Source: an optimization exercise on an open RTL-to-GDS flow (aim: small area, a short achievable clock period and few clock cycles per item). Production flows keep margins and buffers that such runs may drop.
Where RTL was checked, it was by simulation tests only, not by an equivalence proof against the original.
No functional check of the RTL was part of run 1.
No run shown here takes its clock network from TritonCTS; it comes from the design's own scripts or RTL.
The clock input has no modelled driver; a real chip could not lean on it and would need a root buffer or a full tree.
Power figures rest on the tool's default switching activity, not on a simulated workload.

===== config.mk =====
export PLATFORM = sky130hd
export DESIGN_NAME = sha1_pad_top
export DESIGN_NICKNAME = sha1_pad_top
export VERILOG_FILES = /design/flow/design.v
export SDC_FILE = /design/flow/constraint.sdc
export NUM_CORES = 4
export LEC_CHECK = 0
export CAP_MARGIN = 20
export CORE_AREA = 5 5 170 170
export CTS_CLUSTER_DIAMETER = 100
export CTS_CLUSTER_SIZE = 30
export DIE_AREA = 0 0 175 175
export SLEW_MARGIN = 20

===== constraint.sdc =====
create_clock -name core_clock -period 5.0 [get_ports {sys_clk}]
set_input_delay 1.0000 -clock core_clock [delete_from_list [all_inputs] [get_ports {sys_clk}]]
set_output_delay 1.0000 -clock core_clock [all_outputs]
set_load 0.01 [all_outputs]

===== design.v =====
`timescale 1ns/10ps
module sha1_pad_top (
    input  logic           sys_clk,
    input  logic           sys_rst,
    input  logic           msg_cal_channel_ready,
    input  logic           msg_info_fifo_empty,
    input  logic [15:0]    msg_info,
    input  logic [5:0]     msg_channel_num,
    output logic           msg_info_rd_en,
    output logic           msg_data_rd_en,
    input  logic [127:0]   msg_data,
    output logic           msg_filled_data_valid,
    output logic           msg_filled_data_sop,
    output logic           msg_filled_data_eop,
    output logic [511:0]   msg_filled_data,
    output logic           msg_filled_info_valid,
    output logic [15:0]    msg_filled_info,
    output logic [13:0]    msg_filled_tag,
    output logic [11:0]    msg_filled_addr
);
    logic          info_pend;       
    logic          nxt_v;
    logic [15:0]   nxt_len;
    logic [5:0]    nxt_ch;
    logic          consume;
    always_ff @(posedge sys_clk) begin
        if (sys_rst) begin
            msg_info_rd_en <= 1'b0;
            info_pend <= 1'b0;
            nxt_v <= 1'b0;
        end else begin
            msg_info_rd_en <= !msg_info_fifo_empty && msg_cal_channel_ready && !msg_info_rd_en
                              && !info_pend && !nxt_v;
            info_pend <= msg_info_rd_en;
            if (info_pend) begin
                nxt_v <= 1'b1;
            end else if (consume) begin
                nxt_v <= 1'b0;
            end
        end
    end
    always_ff @(posedge sys_clk) begin
        if (info_pend) begin
            nxt_len <= msg_info;
            nxt_ch <= msg_channel_num;
        end
    end
    logic          act;             
    logic [11:0]   cnt;             
    logic          nz;              
    logic          padp;            
    logic [3:0]    tail;            
    logic          ext;             
    logic          fst;             
    logic [1:0]    pos;             
    logic          last_q;          
    logic          s_full;
    logic          s_pad;
    logic          s_p3;
    logic [11:0]   cnt_dec;
    logic          cnt_one;
    for (genvar i = 0; i < 12; i++) begin : g_dec
        if (i == 0) begin : g_lsb
            assign cnt_dec[i] = !cnt[i];
        end else begin : g_bit
            assign cnt_dec[i] = cnt[i] ^ !(|cnt[i-1:0]);
        end
    end
    assign cnt_one = (cnt == 12'd1);
    assign s_full = act && nz;
    assign s_pad = act && !nz && padp;
    assign s_p3 = act && (pos == 2'd3);
    assign consume = nxt_v && (!act || last_q);
    always_ff @(posedge sys_clk) begin
        if (sys_rst) begin
            act <= 1'b0;
            pos <= 2'd0;
            last_q <= 1'b0;
        end else begin
            last_q <= act && !last_q && (pos == 2'd2) && (!nz || cnt_one) && !ext;
            if (act) begin
                pos <= pos + 1'b1;
                if (!nz) begin
                    padp <= 1'b0;
                end
                fst <= 1'b0;
                if (s_p3 && !nz) begin
                    ext <= 1'b0;
                end
                if (last_q) begin
                    act <= 1'b0;
                end
            end
            if (consume) begin
                act <= 1'b1;
                padp <= 1'b1;
                tail <= nxt_len[3:0];
                ext <= (nxt_len[5:0] >= 6'd56);
                fst <= 1'b1;
            end
        end
    end
    always_ff @(posedge sys_clk) begin
        if (consume) begin
            cnt <= nxt_len[15:4];
            nz <= |nxt_len[15:4];
        end else begin
            cnt <= cnt_dec;
            nz <= nz && !cnt_one;
        end
    end
    logic          full_a, pad_a, last_a, p3_a, first_a;
    logic          full_b, pad_b, last_b, p3_b, first_b;
    logic [3:0]    tail_a, tail_b;   
    always_ff @(posedge sys_clk) begin
        if (sys_rst) begin
            msg_data_rd_en <= 1'b0;
            last_a <= 1'b0;
            p3_a <= 1'b0;
            first_a <= 1'b0;
            last_b <= 1'b0;
            p3_b <= 1'b0;
            first_b <= 1'b0;
        end else begin
            msg_data_rd_en <= s_full || (s_pad && (|tail));
            last_a <= act && last_q;
            p3_a <= s_p3;
            first_a <= act && fst;
            last_b <= last_a;
            p3_b <= p3_a;
            first_b <= first_a;
        end
    end
    always_ff @(posedge sys_clk) begin
        full_a <= s_full;
        pad_a <= s_pad;
        full_b <= full_a;
        pad_b <= pad_a;
        tail_a <= tail;
        tail_b <= tail_a;
    end
    logic [15:0]   out_len;
    always_ff @(posedge sys_clk) begin
        if (first_a) begin
            out_len <= nxt_len;
        end
    end
    logic [15:0]   keep;
    logic [15:0]   padb;
    logic [127:0]  in_word;
    logic [127:0]  s0, s1, s2, s3;
    always_comb begin
        for (int j = 0; j < 16; j++) begin
            keep[j] = full_b || (pad_b && (4'(j) < tail_b));
            padb[j] = pad_b && (4'(j) == tail_b);
            in_word[127-8*j -: 8] = (msg_data[127-8*j -: 8] & {8{keep[j]}}) | {padb[j], 7'b0};
        end
        if (last_b) begin
            in_word[18:3] = in_word[18:3] | out_len;
        end
    end
    always_ff @(posedge sys_clk) begin
        s0 <= s1;
        s1 <= s2;
        s2 <= s3;
        s3 <= in_word;
    end
    assign msg_filled_data = {s0, s1, s2, s3};
    logic          at_first;        
    logic [5:0]    blk_idx;
    logic [10:0]   blocks;
    logic [10:0]   blk_plus1;
    logic [10:0]   blk_plus2;
    logic [5:0]    idx_inc;
    logic [13:0]   tag_inc;
    for (genvar i = 0; i < 11; i++) begin : g_blk
        if (i == 0) begin : g_b0
            assign blk_plus1[i] = !nxt_len[6];
            assign blk_plus2[i] = nxt_len[6];
        end else if (i < 10) begin : g_bm
            assign blk_plus1[i] = nxt_len[6+i] ^ (&nxt_len[6+i-1:6]);
            if (i == 1) begin : g_b1
                assign blk_plus2[i] = !nxt_len[7];
            end else begin : g_bn
                assign blk_plus2[i] = nxt_len[6+i] ^ (&nxt_len[6+i-1:7]);
            end
        end else begin : g_btop
            assign blk_plus1[i] = &nxt_len[15:6];
            assign blk_plus2[i] = &nxt_len[15:7];
        end
    end
    for (genvar i = 0; i < 6; i++) begin : g_idx
        if (i == 0) begin : g_i0
            assign idx_inc[i] = !blk_idx[i];
        end else begin : g_in
            assign idx_inc[i] = blk_idx[i] ^ (&blk_idx[i-1:0]);
        end
    end
    for (genvar i = 0; i < 14; i++) begin : g_tag
        if (i == 0) begin : g_t0
            assign tag_inc[i] = !msg_filled_tag[i];
        end else begin : g_tn
            assign tag_inc[i] = msg_filled_tag[i] ^ (&msg_filled_tag[i-1:0]);
        end
    end
    assign blocks = (nxt_len[5:0] >= 6'd56) ? blk_plus2 : blk_plus1;
    always_ff @(posedge sys_clk) begin
        if (sys_rst) begin
            msg_filled_data_valid <= 1'b0;
            msg_filled_data_sop <= 1'b0;
            msg_filled_data_eop <= 1'b0;
            at_first <= 1'b0;
            blk_idx <= 6'd0;
            msg_filled_tag <= '1;   
        end else begin
            msg_filled_data_valid <= p3_b;
            msg_filled_data_sop <= p3_b && at_first;
            msg_filled_data_eop <= last_b;
            if (first_b) begin
                at_first <= 1'b1;
            end else if (p3_b) begin
                at_first <= 1'b0;
            end
            if (p3_b) begin
                blk_idx <= at_first ? 6'd0 : idx_inc;
                if (at_first) begin
                    msg_filled_tag <= tag_inc;
                end
            end
        end
    end
    logic [5:0]    out_ch;
    logic [10:0]   out_blocks;
    always_ff @(posedge sys_clk) begin
        if (first_b) begin
            out_ch <= nxt_ch;
            out_blocks <= blocks;
        end
    end
    assign msg_filled_info_valid = msg_filled_data_sop;
    assign msg_filled_info = {5'd0, out_blocks};
    assign msg_filled_addr = {out_ch, blk_idx};
endmodule

===== flow/run.sh =====
#!/bin/bash
# The standard layout (standard.sh: standard synthesis, floorplan, place,
# CTS, route), with these changes:
#  - every port gets a buf_1 port buffer (the timing repair sizes up the ones
#    that need it);
#  - I/O pins may sit one routing track apart, so the die can be small;
#  - CTS adds no balancing loads;
#  - after CTS, flow/post_cts_tree.tcl rebuilds the top of the clock tree as
#    four branch buffers driven by the clock port, each feeding a quarter of
#    the leaf buffers, then runs the timing repair CTS would have run;
#  - the timing repair aims at 1.92 ns (SETUP_SLACK_MARGIN 3.08 at the 5 ns
#    clock).
# All output goes to standard.log here; ORFS keeps each step's log under orfs/logs.
set -e
bash standard.sh BUFFER_PORTS_ARGS="-buffer_cell sky130_fd_sc_hd__buf_1" \
  PLACE_PINS_ARGS="-min_distance 1 -min_distance_in_tracks" \
  CTS_ARGS="-sink_clustering_enable -repair_clock_nets -sink_clustering_size 30 -sink_clustering_max_diameter 100 -dont_use_dummy_load" \
  SKIP_CTS_REPAIR_TIMING=1 POST_CTS_TCL=$PWD/flow/post_cts_inv.tcl \
  SETUP_SLACK_MARGIN=3.2 finish > standard.log 2>&1

===== flow/post_cts_inv.tcl =====
# After CTS: rebuild the clock tree with inverters. CTS gives port -> root
# buffer -> a few branch buffers -> leaf buffers -> flip-flops. Here the root
# and branch buffers are replaced by four large clock inverters, each at the
# centre of one quarter of the leaf buffers and driven by the clock port
# directly, and each leaf buffer by a clock inverter in its place. Every
# flip-flop gets the clock through two inverters (no net inversion). Then the
# timing repair that CTS would have run.
set block [ord::get_db_block]
set port_net [$block findNet sys_clk]

proc out_net {inst} {
  foreach it [$inst getITerms] {
    if {[$it isOutputSignal]} { return [$it getNet] }
  }
  return ""
}
proc loads {net} {
  set r {}
  foreach it [$net getITerms] {
    if {[$it isInputSignal]} { lappend r $it }
  }
  return $r
}
proc is_clkbuf {inst} {
  return [string match "sky130_fd_sc_hd__clkbuf_*" [[$inst getMaster] getName]]
}

# Walk down from the port: a clock buffer whose loads include flip-flops is
# a leaf buffer; the clock buffers above the leaves are the upper tree. Cells
# with no output (CTS's balancing loads) on the upper tree's nets go with it.
set upper {}
set leaves {}
set dummies {}
set ok 1
set frontier [list $port_net]
while {[llength $frontier] > 0} {
  set net [lindex $frontier 0]
  set frontier [lrange $frontier 1 end]
  foreach it [loads $net] {
    set inst [$it getInst]
    set onet [out_net $inst]
    if {$onet eq "" || $onet eq "NULL"} { lappend dummies $inst; continue }
    if {![is_clkbuf $inst]} { set ok 0; continue }
    set has_ff 0
    foreach l [loads $onet] {
      if {[[[$l getInst] getMaster] isSequential]} { set has_ff 1 }
    }
    if {$has_ff} {
      lappend leaves $inst
    } else {
      lappend upper $inst
      lappend frontier $onet
    }
  }
}
puts "post_cts_tree: [llength $upper] upper buffers, [llength $leaves] leaf buffers, [llength $dummies] loads without output on the upper tree"

set top_cell sky130_fd_sc_hd__clkinv_16
set leaf_cell sky130_fd_sc_hd__clkinv_8
if {[info exists ::env(CLK_TOP_CELL)]} { set top_cell $::env(CLK_TOP_CELL) }
if {[info exists ::env(CLK_LEAF_CELL)]} { set leaf_cell $::env(CLK_LEAF_CELL) }

if {$ok && [llength $leaves] >= 8 && [llength $upper] >= 1} {
  # Split the leaves in four: by x at the median, then each half by y.
  set pts {}
  foreach leaf $leaves {
    set bb [$leaf getBBox]
    lappend pts [list $leaf [expr {([$bb xMin] + [$bb xMax]) / 2}] [expr {([$bb yMin] + [$bb yMax]) / 2}]]
  }
  set pts [lsort -integer -index 1 $pts]
  set h [expr {[llength $pts] / 2}]
  set groups {}
  foreach half [list [lrange $pts 0 [expr {$h - 1}]] [lrange $pts $h end]] {
    set half [lsort -integer -index 2 $half]
    set q [expr {[llength $half] / 2}]
    lappend groups [lrange $half 0 [expr {$q - 1}]] [lrange $half $q end]
  }
  set db [ord::get_db]
  set top_master [$db findMaster $top_cell]
  set leaf_master [$db findMaster $leaf_cell]
  # Take out the old upper tree.
  foreach inst $dummies {
    foreach it [$inst getITerms] { if {[$it getNet] ne "NULL"} { $it disconnect } }
    odb::dbInst_destroy $inst
  }
  foreach inst $upper {
    set n [out_net $inst]
    foreach it [$inst getITerms] { if {[$it getNet] ne "NULL"} { $it disconnect } }
    odb::dbInst_destroy $inst
    if {$n ne "" && $n ne "NULL"} { odb::dbNet_destroy $n }
  }
  foreach it [loads $port_net] { $it disconnect }
  set k 0
  foreach g $groups {
    set sx 0; set sy 0
    foreach p $g { incr sx [lindex $p 1]; incr sy [lindex $p 2] }
    set cx [expr {$sx / [llength $g]}]
    set cy [expr {$sy / [llength $g]}]
    set top [odb::dbInst_create $block $top_master "clkinv_top_$k"]
    $top setLocation [expr {$cx - 4000}] $cy
    $top setPlacementStatus PLACED
    set net [odb::dbNet_create $block "clknet_top_$k"]
    $net setSigType CLOCK
    [$top findITerm A] connect $port_net
    [$top findITerm Y] connect $net
    # Each leaf buffer becomes an inverter in its place: two inversions
    # between the port and every flip-flop.
    set j 0
    foreach p $g {
      set leaf [lindex $p 0]
      set loc [$leaf getLocation]
      set lnet [out_net $leaf]
      foreach it [$leaf getITerms] { if {[$it getNet] ne "NULL"} { $it disconnect } }
      odb::dbInst_destroy $leaf
      set inv [odb::dbInst_create $block $leaf_master "clkinv_leaf_${k}_$j"]
      $inv setLocation [lindex $loc 0] [lindex $loc 1]
      $inv setPlacementStatus PLACED
      [$inv findITerm A] connect $net
      [$inv findITerm Y] connect $lnet
      incr j
    }
    puts "post_cts_tree: $top_cell clkinv_top_$k at ($cx, $cy) drives [llength $g] $leaf_cell leaves"
    incr k
  }
} else {
  puts "post_cts_tree: tree left as is"
}
detailed_placement
estimate_parasitics -placement
repair_timing_helper
detailed_placement
check_placement -verbose

===== standard.sh =====
#!/bin/bash
# synth_recipe.tcl (not shown) runs the flow's synth.tcl, then flattens the netlist and writes it again
# the make line also repeats each setting of config.mk as NAME=value (left out here)
make -C /OpenROAD-flow-scripts/flow DESIGN_CONFIG=/design/flow/config.mk WORK_HOME=/design/flow/orfs CLKGATE_MAP_FILE= SYNTH_SCRIPT=/design/flow/synth_recipe.tcl "${@:-finish}"

==> results.sh, run 1 <==
export IMPL_vias=10440
export IMPL_drc=0
export IMPL_wl_per_cell_microns=20.89
export IMPL_p_int_mw=5.634
export IMPL_area_growth_pct=23.66
export IMPL_hold_viol=0
export IMPL_grt_pass1_vias=10110
export IMPL_io_buffers=708
export IMPL_r2r_slack_ps=3350
export IMPL_synth_cell_area_sq_um=15990
export IMPL_p_switching_mw=1.763
export IMPL_total_power_mw=7.397
export IMPL_critical_path_required_ps=4000
export IMPL_drive_gt1_frac=0.1206
export IMPL_clkPwrFrac=0.244
export IMPL_slew_violations=0
export IMPL_cp_arrival_ps=780
export IMPL_grt_pass1_wl_microns=63330
export IMPL_grtUsageMet1=0.2794
export IMPL_worstPathMaxFanout=2
export IMPL_yosysSeqAreaShare=0.8365
export IMPL_path_cells="buf_1"
export IMPL_firstDrtPassIters=4
export IMPL_skew_ps=72.57
export IMPL_critPathKind="flip-flop to primary output"
export IMPL_synth_edf_count=62
export IMPL_start_util=0.5948
export IMPL_dp_hpwl_microns=35660
export IMPL_leakage_nw=7.826
export IMPL_preCtsSetupSlack_ps=2631
export IMPL_path_buf_inv=1
export IMPL_cp_slowest_cell="dfxtp_1"
export IMPL_n_fill_cell=1977
export IMPL_finalSetupTns_ps=0
export IMPL_whs_ps=336.5
export IMPL_status="complete, no violations"
export IMPL_final_common_cell="buf_1"
export IMPL_cts_sinks=637
export IMPL_die_w_microns=175
export IMPL_crit_path_start_kind="flip-flop"
export IMPL_tightest_slew_ps=806.9
export IMPL_crit_family="flip-flops"
export IMPL_synth_warnings=1
export IMPL_synth_cell_type_count=56
export IMPL_max_slew_margin=0.4613
export IMPL_design_die_area_sq_um=30630
export IMPL_seqPwrFrac=0.720
export IMPL_die_h_microns=175
export IMPL_worstSkewPairLatency_ps=220
export IMPL_grt_max_degree=32
export IMPL_drt_initial_drc_count=589
export IMPL_globalRouteMet3Util=0.1030
export IMPL_synth_seq_cells=637
export IMPL_max_stage_delay_ps=350
export IMPL_synth_ff_type="dfxtp_1"
export IMPL_final_cell_mix="583 x buf_1, 541 x dfxtp_1, 102 x clkbuf_2, 62 x edfxtp_1, 60 x and2_1"
export IMPL_avgSynthCellArea_sq_um=15.05
export IMPL_fp_coreArea_sq_um=26880
export IMPL_synthArstFlopShare=0
export IMPL_cap_viol_max_count=0
export IMPL_hold_class="flip-flop to flip-flop"
export IMPL_combPwrFrac=0.035
export IMPL_syn_inst=1062
export IMPL_num_nets_final=1946
export IMPL_period_share=0.3555
export IMPL_io_pin_count=714
export IMPL_grt_use_met2=0.4622
export IMPL_antenna_found_initial=17
export IMPL_vdd_drop_max_mv=0.2741
export IMPL_fin_ws_ps=3222
export IMPL_wirelength_microns=44480
export IMPL_power_density_nw_per_um2=374.2
export IMPL_grt_busiest_layer="met2"
export IMPL_grt_usage=0.2744
export IMPL_grt_overflow_total=0
export IMPL_fmax_ghz=0.5625
export IMPL_swShare=0.2383
export IMPL_setup_viol=0
export IMPL_finalCriticalPeriod_ps=1778
export IMPL_grt_setup_unrepaired="true"
export IMPL_viasPerCell=4.903
export IMPL_clk_pin_slew_worst_paths_ps=100
export IMPL_cp_end_kind="primary output"
export IMPL_rows=60
export IMPL_drt_antenna_violating_nets=0
export IMPL_globalplace_congestion=0.9133
==> layer usage <==
layer,up-vias,part of all wire,routed length (microns)
li1,4879,-,-
met3,197,0.089,3973
met5,-,0.0016,69
met2,560,0.49,21990
met1,4792,0.33,14890
met4,10,0.080,3564
==> logic make-up (layout without fill, tap and decap cells) <==
logic type / count (synthesis) / count (layout) / synth area share
xor+xnor: 21 / 21 / 0.01151
mux: 4 / 4 / 0.002583
compound gates: 77 / 77 / 0.03318
simple gates: 255 / 255 / 0.08891
other cells: 1 / 19 / 0.0002346
buf+inv: 51 / 759 / 0.01456
flops: 637 / 637 / 0.8365
fa+ha+maj: 16 / 16 / 0.01252
==> area by class of cell <==
| class | count | area (sq um) | area share |
|---|---|---|---|
| sequential | 637 | 13420 | 0.6786 |
| timing repair buffer | 712 | 2884 | 0.1459 |
| multi-input combinational | 378 | 2451 | 0.1240 |
| inverter | 47 | 556.8 | 0.02816 |
| tap | 341 | 426.7 | 0.02158 |
| antenna | 14 | 35.03 | 0.001772 |
==> cell usage after synthesis (12+ instances only) <==
library cell | instances | area (sq um)
xnor2_1 | 12 | 105.1
ha_1 | 16 | 200.2
nand3_1 | 19 | 95.09
dfxtp_1 | 575 | 11510
a22o_1 | 17 | 148.9
nor2_1 | 51 | 191.4
inv_1 | 20 | 75.07
and2_1 | 60 | 375.4
a21oi_1 | 25 | 125.1
nor2b_1 | 48 | 300.3
nand2_1 | 32 | 120.1
edfxtp_1 | 62 | 1862
==> sequential cells by signal (all words and copies together) (netlist names), 2 cells and up <==
name            cells
msg_filled_tag     14
out_blocks         11
cnt                12
blk_idx             6
nxt_len            16
nxt_ch              6
s2                128
s0                128
pos                 2
out_len            16
tail                4
tail_b              4
tail_a              4
s3                128
out_ch              6
s1                128
==> power groups by stage <==
| stage | Combinational [mW] | Clock, mW | Sequential, mW |
|---|---|---|---|
| after global placement | 0.246 | 0 | 5.43 |
| after floorplan | 0.118 | 0 | 5.45 |
| final | 0.262 | 1.81 | 5.33 |
| after detailed placement | 0.251 | 0 | 5.44 |
| after global routing | 0.287 | 2.06 | 5.34 |
==> per-stage QoR <==
stage | cell area (sq um) | util | std cells
2_1_floorplan | 16020 | - | 1066
3_3_place_gp | 18950 | 0.7049 | 2086
3_5_place_dp | 18950 | 0.7049 | 2086
5_1_grt | 19760 | 0.7352 | 2125
6_report | 19770 | 0.7356 | 2129
==> worst paths after layout <==
| check | cells past startpoint | to | from |
|---|---|---|---|
| worst min register to register | 0 | s1[37] | s2[37] |
| worst max register to register | 7 | cnt[9] | cnt[0] |
| worst max-delay path | 1 | msg_filled_data[112] | s3[112] |
| worst min-delay path | 0 | s1[37] | s2[37] |
==> inputs of run 2 (changes only) <==
--- a/design.v
+++ b/design.v
@@ -49,7 +49,7 @@
     logic [11:0]   cnt;             
     logic          nz;              
     logic          padp;            
-    logic [3:0]    tail;            
+    logic          padrd;           
     logic          ext;             
     logic          fst;             
     logic [1:0]    pos;             
@@ -94,7 +94,7 @@
             if (consume) begin
                 act <= 1'b1;
                 padp <= 1'b1;
-                tail <= nxt_len[3:0];
+                padrd <= |nxt_len[3:0];
                 ext <= (nxt_len[5:0] >= 6'd56);
                 fst <= 1'b1;
             end
@@ -111,7 +111,6 @@
     end
     logic          full_a, pad_a, last_a, p3_a, first_a;
     logic          full_b, pad_b, last_b, p3_b, first_b;
-    logic [3:0]    tail_a, tail_b;   
     always_ff @(posedge sys_clk) begin
         if (sys_rst) begin
             msg_data_rd_en <= 1'b0;
@@ -122,7 +121,7 @@
             p3_b <= 1'b0;
             first_b <= 1'b0;
         end else begin
-            msg_data_rd_en <= s_full || (s_pad && (|tail));
+            msg_data_rd_en <= s_full || (s_pad && padrd);
             last_a <= act && last_q;
             p3_a <= s_p3;
             first_a <= act && fst;
@@ -136,8 +135,6 @@
         pad_a <= s_pad;
         full_b <= full_a;
         pad_b <= pad_a;
-        tail_a <= tail;
-        tail_b <= tail_a;
     end
     logic [15:0]   out_len;
     always_ff @(posedge sys_clk) begin
@@ -151,8 +148,8 @@
     logic [127:0]  s0, s1, s2, s3;
     always_comb begin
         for (int j = 0; j < 16; j++) begin
-            keep[j] = full_b || (pad_b && (4'(j) < tail_b));
-            padb[j] = pad_b && (4'(j) == tail_b);
+            keep[j] = full_b || (pad_b && (4'(j) < out_len[3:0]));
+            padb[j] = pad_b && (4'(j) == out_len[3:0]);
             in_word[127-8*j -: 8] = (msg_data[127-8*j -: 8] & {8{keep[j]}}) | {padb[j], 7'b0};
         end
         if (last_b) begin
--- a/flow/run.sh
+++ b/flow/run.sh
@@ -5,10 +5,13 @@
 #    that need it);
 #  - I/O pins may sit one routing track apart, so the die can be small;
 #  - CTS adds no balancing loads;
-#  - after CTS, flow/post_cts_tree.tcl rebuilds the top of the clock tree as
-#    four branch buffers driven by the clock port, each feeding a quarter of
-#    the leaf buffers, then runs the timing repair CTS would have run;
-#  - the timing repair aims at 1.92 ns (SETUP_SLACK_MARGIN 3.08 at the 5 ns
+#  - after CTS, flow/post_cts_inv.tcl rebuilds the clock tree from clock
+#    inverters: four clkinv_16 driven by the clock port, each feeding a
+#    quarter of the leaves, and a clkinv_8 in place of each leaf buffer, so
+#    every flip-flop gets the clock through two inversions with no net
+#    inversion and the same depth; then it runs the timing repair CTS would
+#    have run;
+#  - the timing repair aims at 1.8 ns (SETUP_SLACK_MARGIN 3.2 at the 5 ns
 #    clock).
 # All output goes to standard.log here; ORFS keeps each step's log under orfs/logs.
 set -e
--- a/flow/post_cts_inv.tcl
+++ b/flow/post_cts_inv.tcl
@@ -53,7 +53,7 @@
     }
   }
 }
-puts "post_cts_tree: [llength $upper] upper buffers, [llength $leaves] leaf buffers, [llength $dummies] loads without output on the upper tree"
+puts "post_cts_inv: [llength $upper] upper buffers, [llength $leaves] leaf buffers, [llength $dummies] loads without output on the upper tree"
 
 set top_cell sky130_fd_sc_hd__clkinv_16
 set leaf_cell sky130_fd_sc_hd__clkinv_8
@@ -119,11 +119,11 @@
       [$inv findITerm Y] connect $lnet
       incr j
     }
-    puts "post_cts_tree: $top_cell clkinv_top_$k at ($cx, $cy) drives [llength $g] $leaf_cell leaves"
+    puts "post_cts_inv: $top_cell clkinv_top_$k at ($cx, $cy) drives [llength $g] $leaf_cell leaves"
     incr k
   }
 } else {
-  puts "post_cts_tree: tree left as is"
+  puts "post_cts_inv: tree left as is"
 }
 detailed_placement
 estimate_parasitics -placement
==> results.sh, run 2 <==
export IMPL_globalplace_congestion=0.8989
export IMPL_cap_viol_max_count=0
export IMPL_synth_cell_area_sq_um=15730
export IMPL_critical_path_required_ps=4000
export IMPL_grt_usage=0.2722
export IMPL_path_buf_inv=1
export IMPL_final_common_cell="buf_1"
export IMPL_dpl_cell_area_sq_um=18680
export IMPL_synth_cell_type_count=55
export IMPL_reg2reg_depth=7
export IMPL_area_growth_pct=23.74
export IMPL_cts_sinks=626
export IMPL_avgSynthCellArea_sq_um=14.97
export IMPL_grt_max_degree=32
export IMPL_yosysMostFrequentCell="dfxtp_1"
export IMPL_synth_edf_count=59
export IMPL_total_power_mw=7.249
export IMPL_grt_overflow_total=0
export IMPL_worstSkewPairLatency_ps=210
export IMPL_holdPathEnd="pad_b"
export IMPL_io_buffers=708
export IMPL_whs_ps=331.9
export IMPL_vias=10510
export IMPL_skew_ps=18.07
export IMPL_status="complete, no violations"
export IMPL_cp_arrival_ps=780
export IMPL_grt_pass1_wl_microns=62950
export IMPL_cp_end_kind="primary output"
export IMPL_syn_inst=1051
export IMPL_max_stage_delay_ps=340
export IMPL_die_w_microns=175
export IMPL_drive_gt1_frac=0.1019
export IMPL_period_share=0.3562
export IMPL_hold_viol=0
export IMPL_synth_area_top_cells="dfxtp_1 72%, edfxtp_1 11%, and2_1 2.4%, nor2b_1 2.0%, ha_1 1.3%"
export IMPL_synth_seq_cells=626
export IMPL_seq_area_sq_um=13170
export IMPL_synth_warnings=1
export IMPL_dp_hpwl_microns=35950
export IMPL_wirelength_microns=44460
export IMPL_grt_pass1_vias=10140
export IMPL_die_h_microns=175
export IMPL_min_path_cells=0
export IMPL_antenna_found_initial=22
export IMPL_design_die_area_sq_um=30630
export IMPL_rows=60
export IMPL_crit_family="flip-flops"
export IMPL_worstPathMaxFanout=2
export IMPL_firstDrtPassIters=5
export IMPL_power_density_nw_per_um2=372.4
export IMPL_path_cells="buf_1"
export IMPL_met1_length_microns=14910
export IMPL_wl_per_cell_microns=20.96
export IMPL_final_area_sq_um=19460
export IMPL_fmax_ghz=0.5614
export IMPL_top_layer_used="met5"
export IMPL_setup_viol=0
export IMPL_synth_ff_type="dfxtp_1"
export IMPL_drt_antenna_violating_nets=0
export IMPL_slew_violations=0
export IMPL_synth_top_area_cell="dfxtp_1"
export IMPL_grt_setup_unrepaired="false"
export IMPL_synthArstFlopShare=0
export IMPL_multi_input_area_sq_um=2449
export IMPL_r2r_end="cnt[9]"
export IMPL_clk_pin_slew_worst_paths_ps=100
export IMPL_final_cell_mix="611 x buf_1, 535 x dfxtp_1, 76 x clkbuf_2, 60 x and2_1, 59 x edfxtp_1"
export IMPL_viasPerCell=4.955
export IMPL_finalCriticalPeriod_ps=1781
export IMPL_finalSetupTns_ps=0
export IMPL_regToRegStartpoint="cnt[0]"
export IMPL_start_util=0.5853
export IMPL_io_pin_count=714
export IMPL_yosysSeqAreaShare=0.8342
export IMPL_netlist_area_leader_share=0.7216
export IMPL_drc=0
export IMPL_dr_wl_met2_microns=21400
export IMPL_crit_path_start_kind="flip-flop"
export IMPL_drt_initial_drc_count=481
export IMPL_n_fill_cell=1992
export IMPL_min_from="pad_a"
export IMPL_leakage_nw=7.628
export IMPL_tightest_slew_ps=859.4
export IMPL_vdd_drop_max_mv=0.2445
export IMPL_hold_class="flip-flop to flip-flop"
export IMPL_max_slew_margin=0.4263
export IMPL_fp_coreArea_sq_um=26880
export IMPL_num_nets_final=1939
export IMPL_cp_slowest_cell="dfxtp_1"
export IMPL_synth_common_cells="567 x dfxtp_1, 61 x and2_1, 59 x edfxtp_1, 51 x nor2_1, 50 x nor2b_1"
export IMPL_r2r_slack_ps=3300
export IMPL_met3_length_microns=4336
export IMPL_critPathKind="flip-flop to primary output"
export IMPL_cp_depth=1
## run 2: cell types whose count changed after synthesis, moves of 2 or more
cell,change
nor2b_1,+2
a21oi_1,-2
a21oi_2,+2
edfxtp_1,-3
and2b_1,-2
dfxtp_1,-8
## run 2: cell type report
cell class                 count  share of cell area
multi-input combinational    378              0.1258
antenna                       13            0.001671
tap                          341             0.02192
inverter                      46             0.02777
timing repair buffer         717              0.1464
sequential                   626              0.6764
## run 2: metal layers
| layer | global-route usage | vias up |
|---|---|---|
| li1 | - | 4837 |
| met1 | 0.2792 | 4835 |
| met2 | 0.4518 | 594 |
| met3 | 0.1060 | 224 |
| met4 | 0.2007 | 20 |
| met5 | 0 | - |
## run 2: worst max path at each step
stage            start                   to  slack, ps
3_5_place_dp   sys_rst       msg_info_rd_en       2950
3_3_place_gp   sys_rst       msg_info_rd_en       2960
2_1_floorplan  sys_rst       msg_info_rd_en       3180
5_1_grt         s3[23]  msg_filled_data[23]       3190
6_report        s3[87]  msg_filled_data[87]       3220
## run 2: kinds of logic after synthesis
logic type	synth area share
buffers and inverters	0.01479
AOI/OAI and AO/OA	0.03420
DFF	0.8342
adders and majority gates	0.01273
xor gates and xnor gates	0.01169
other	0.0002384
muxes	0.002625
and+or+nand+nor	0.08948
## run 2: stage by stage
stage | worst slack (ps) | std cells | utilization
after floorplan | 3179 | 1055 | -
after global placement | 2961 | 2075 | 0.6952
after detailed placement | 2951 | 2075 | 0.6952
after global routing | 3194 | 2120 | 0.7241
final | 3219 | 2121 | 0.7242
## run 2: power breakdown
group	internal [mW]	leakage (nW)	switching, mW
clock network	0.254	0.190	1.51
logic	0.117	2.32	0.139
registers	5.16	5.12	0.0736
total	5.53	7.63	1.72
Testbench counts of run 2, summed over its fixed seeds: cycles 19,299, messages 800.

## afterwards: timing with drivers on the ports
Ports are ideal in the flow. The routed layouts listed here were re-timed in OpenROAD. Step 1 sets driving cells, clkbuf_16 on the clock port and buf_2 on the other inputs (assumed; they add their load-dependent delay and slew). Step 2 also shifts input and output timing later by t, the mid clock arrival at the registers, as if the neighbouring blocks saw the same clock. a / b / c = ideal / step 1 / step 2; a / b = the first two.
run | t (ns) | setup slack, ns | clock arrival spread, ns
run 1 | 0.420 | 3.222 / 2.982 / 3.026 | 0.073 / 0.077
run 2 | 0.440 | 3.219 / 2.984 / 2.994 | 0.026 / 0.030
After both steps every run listed still meets setup and hold. For run 2, which loses most, drivers alone change the setup slack by -0.235 ns; drivers and shift together by -0.225 ns.
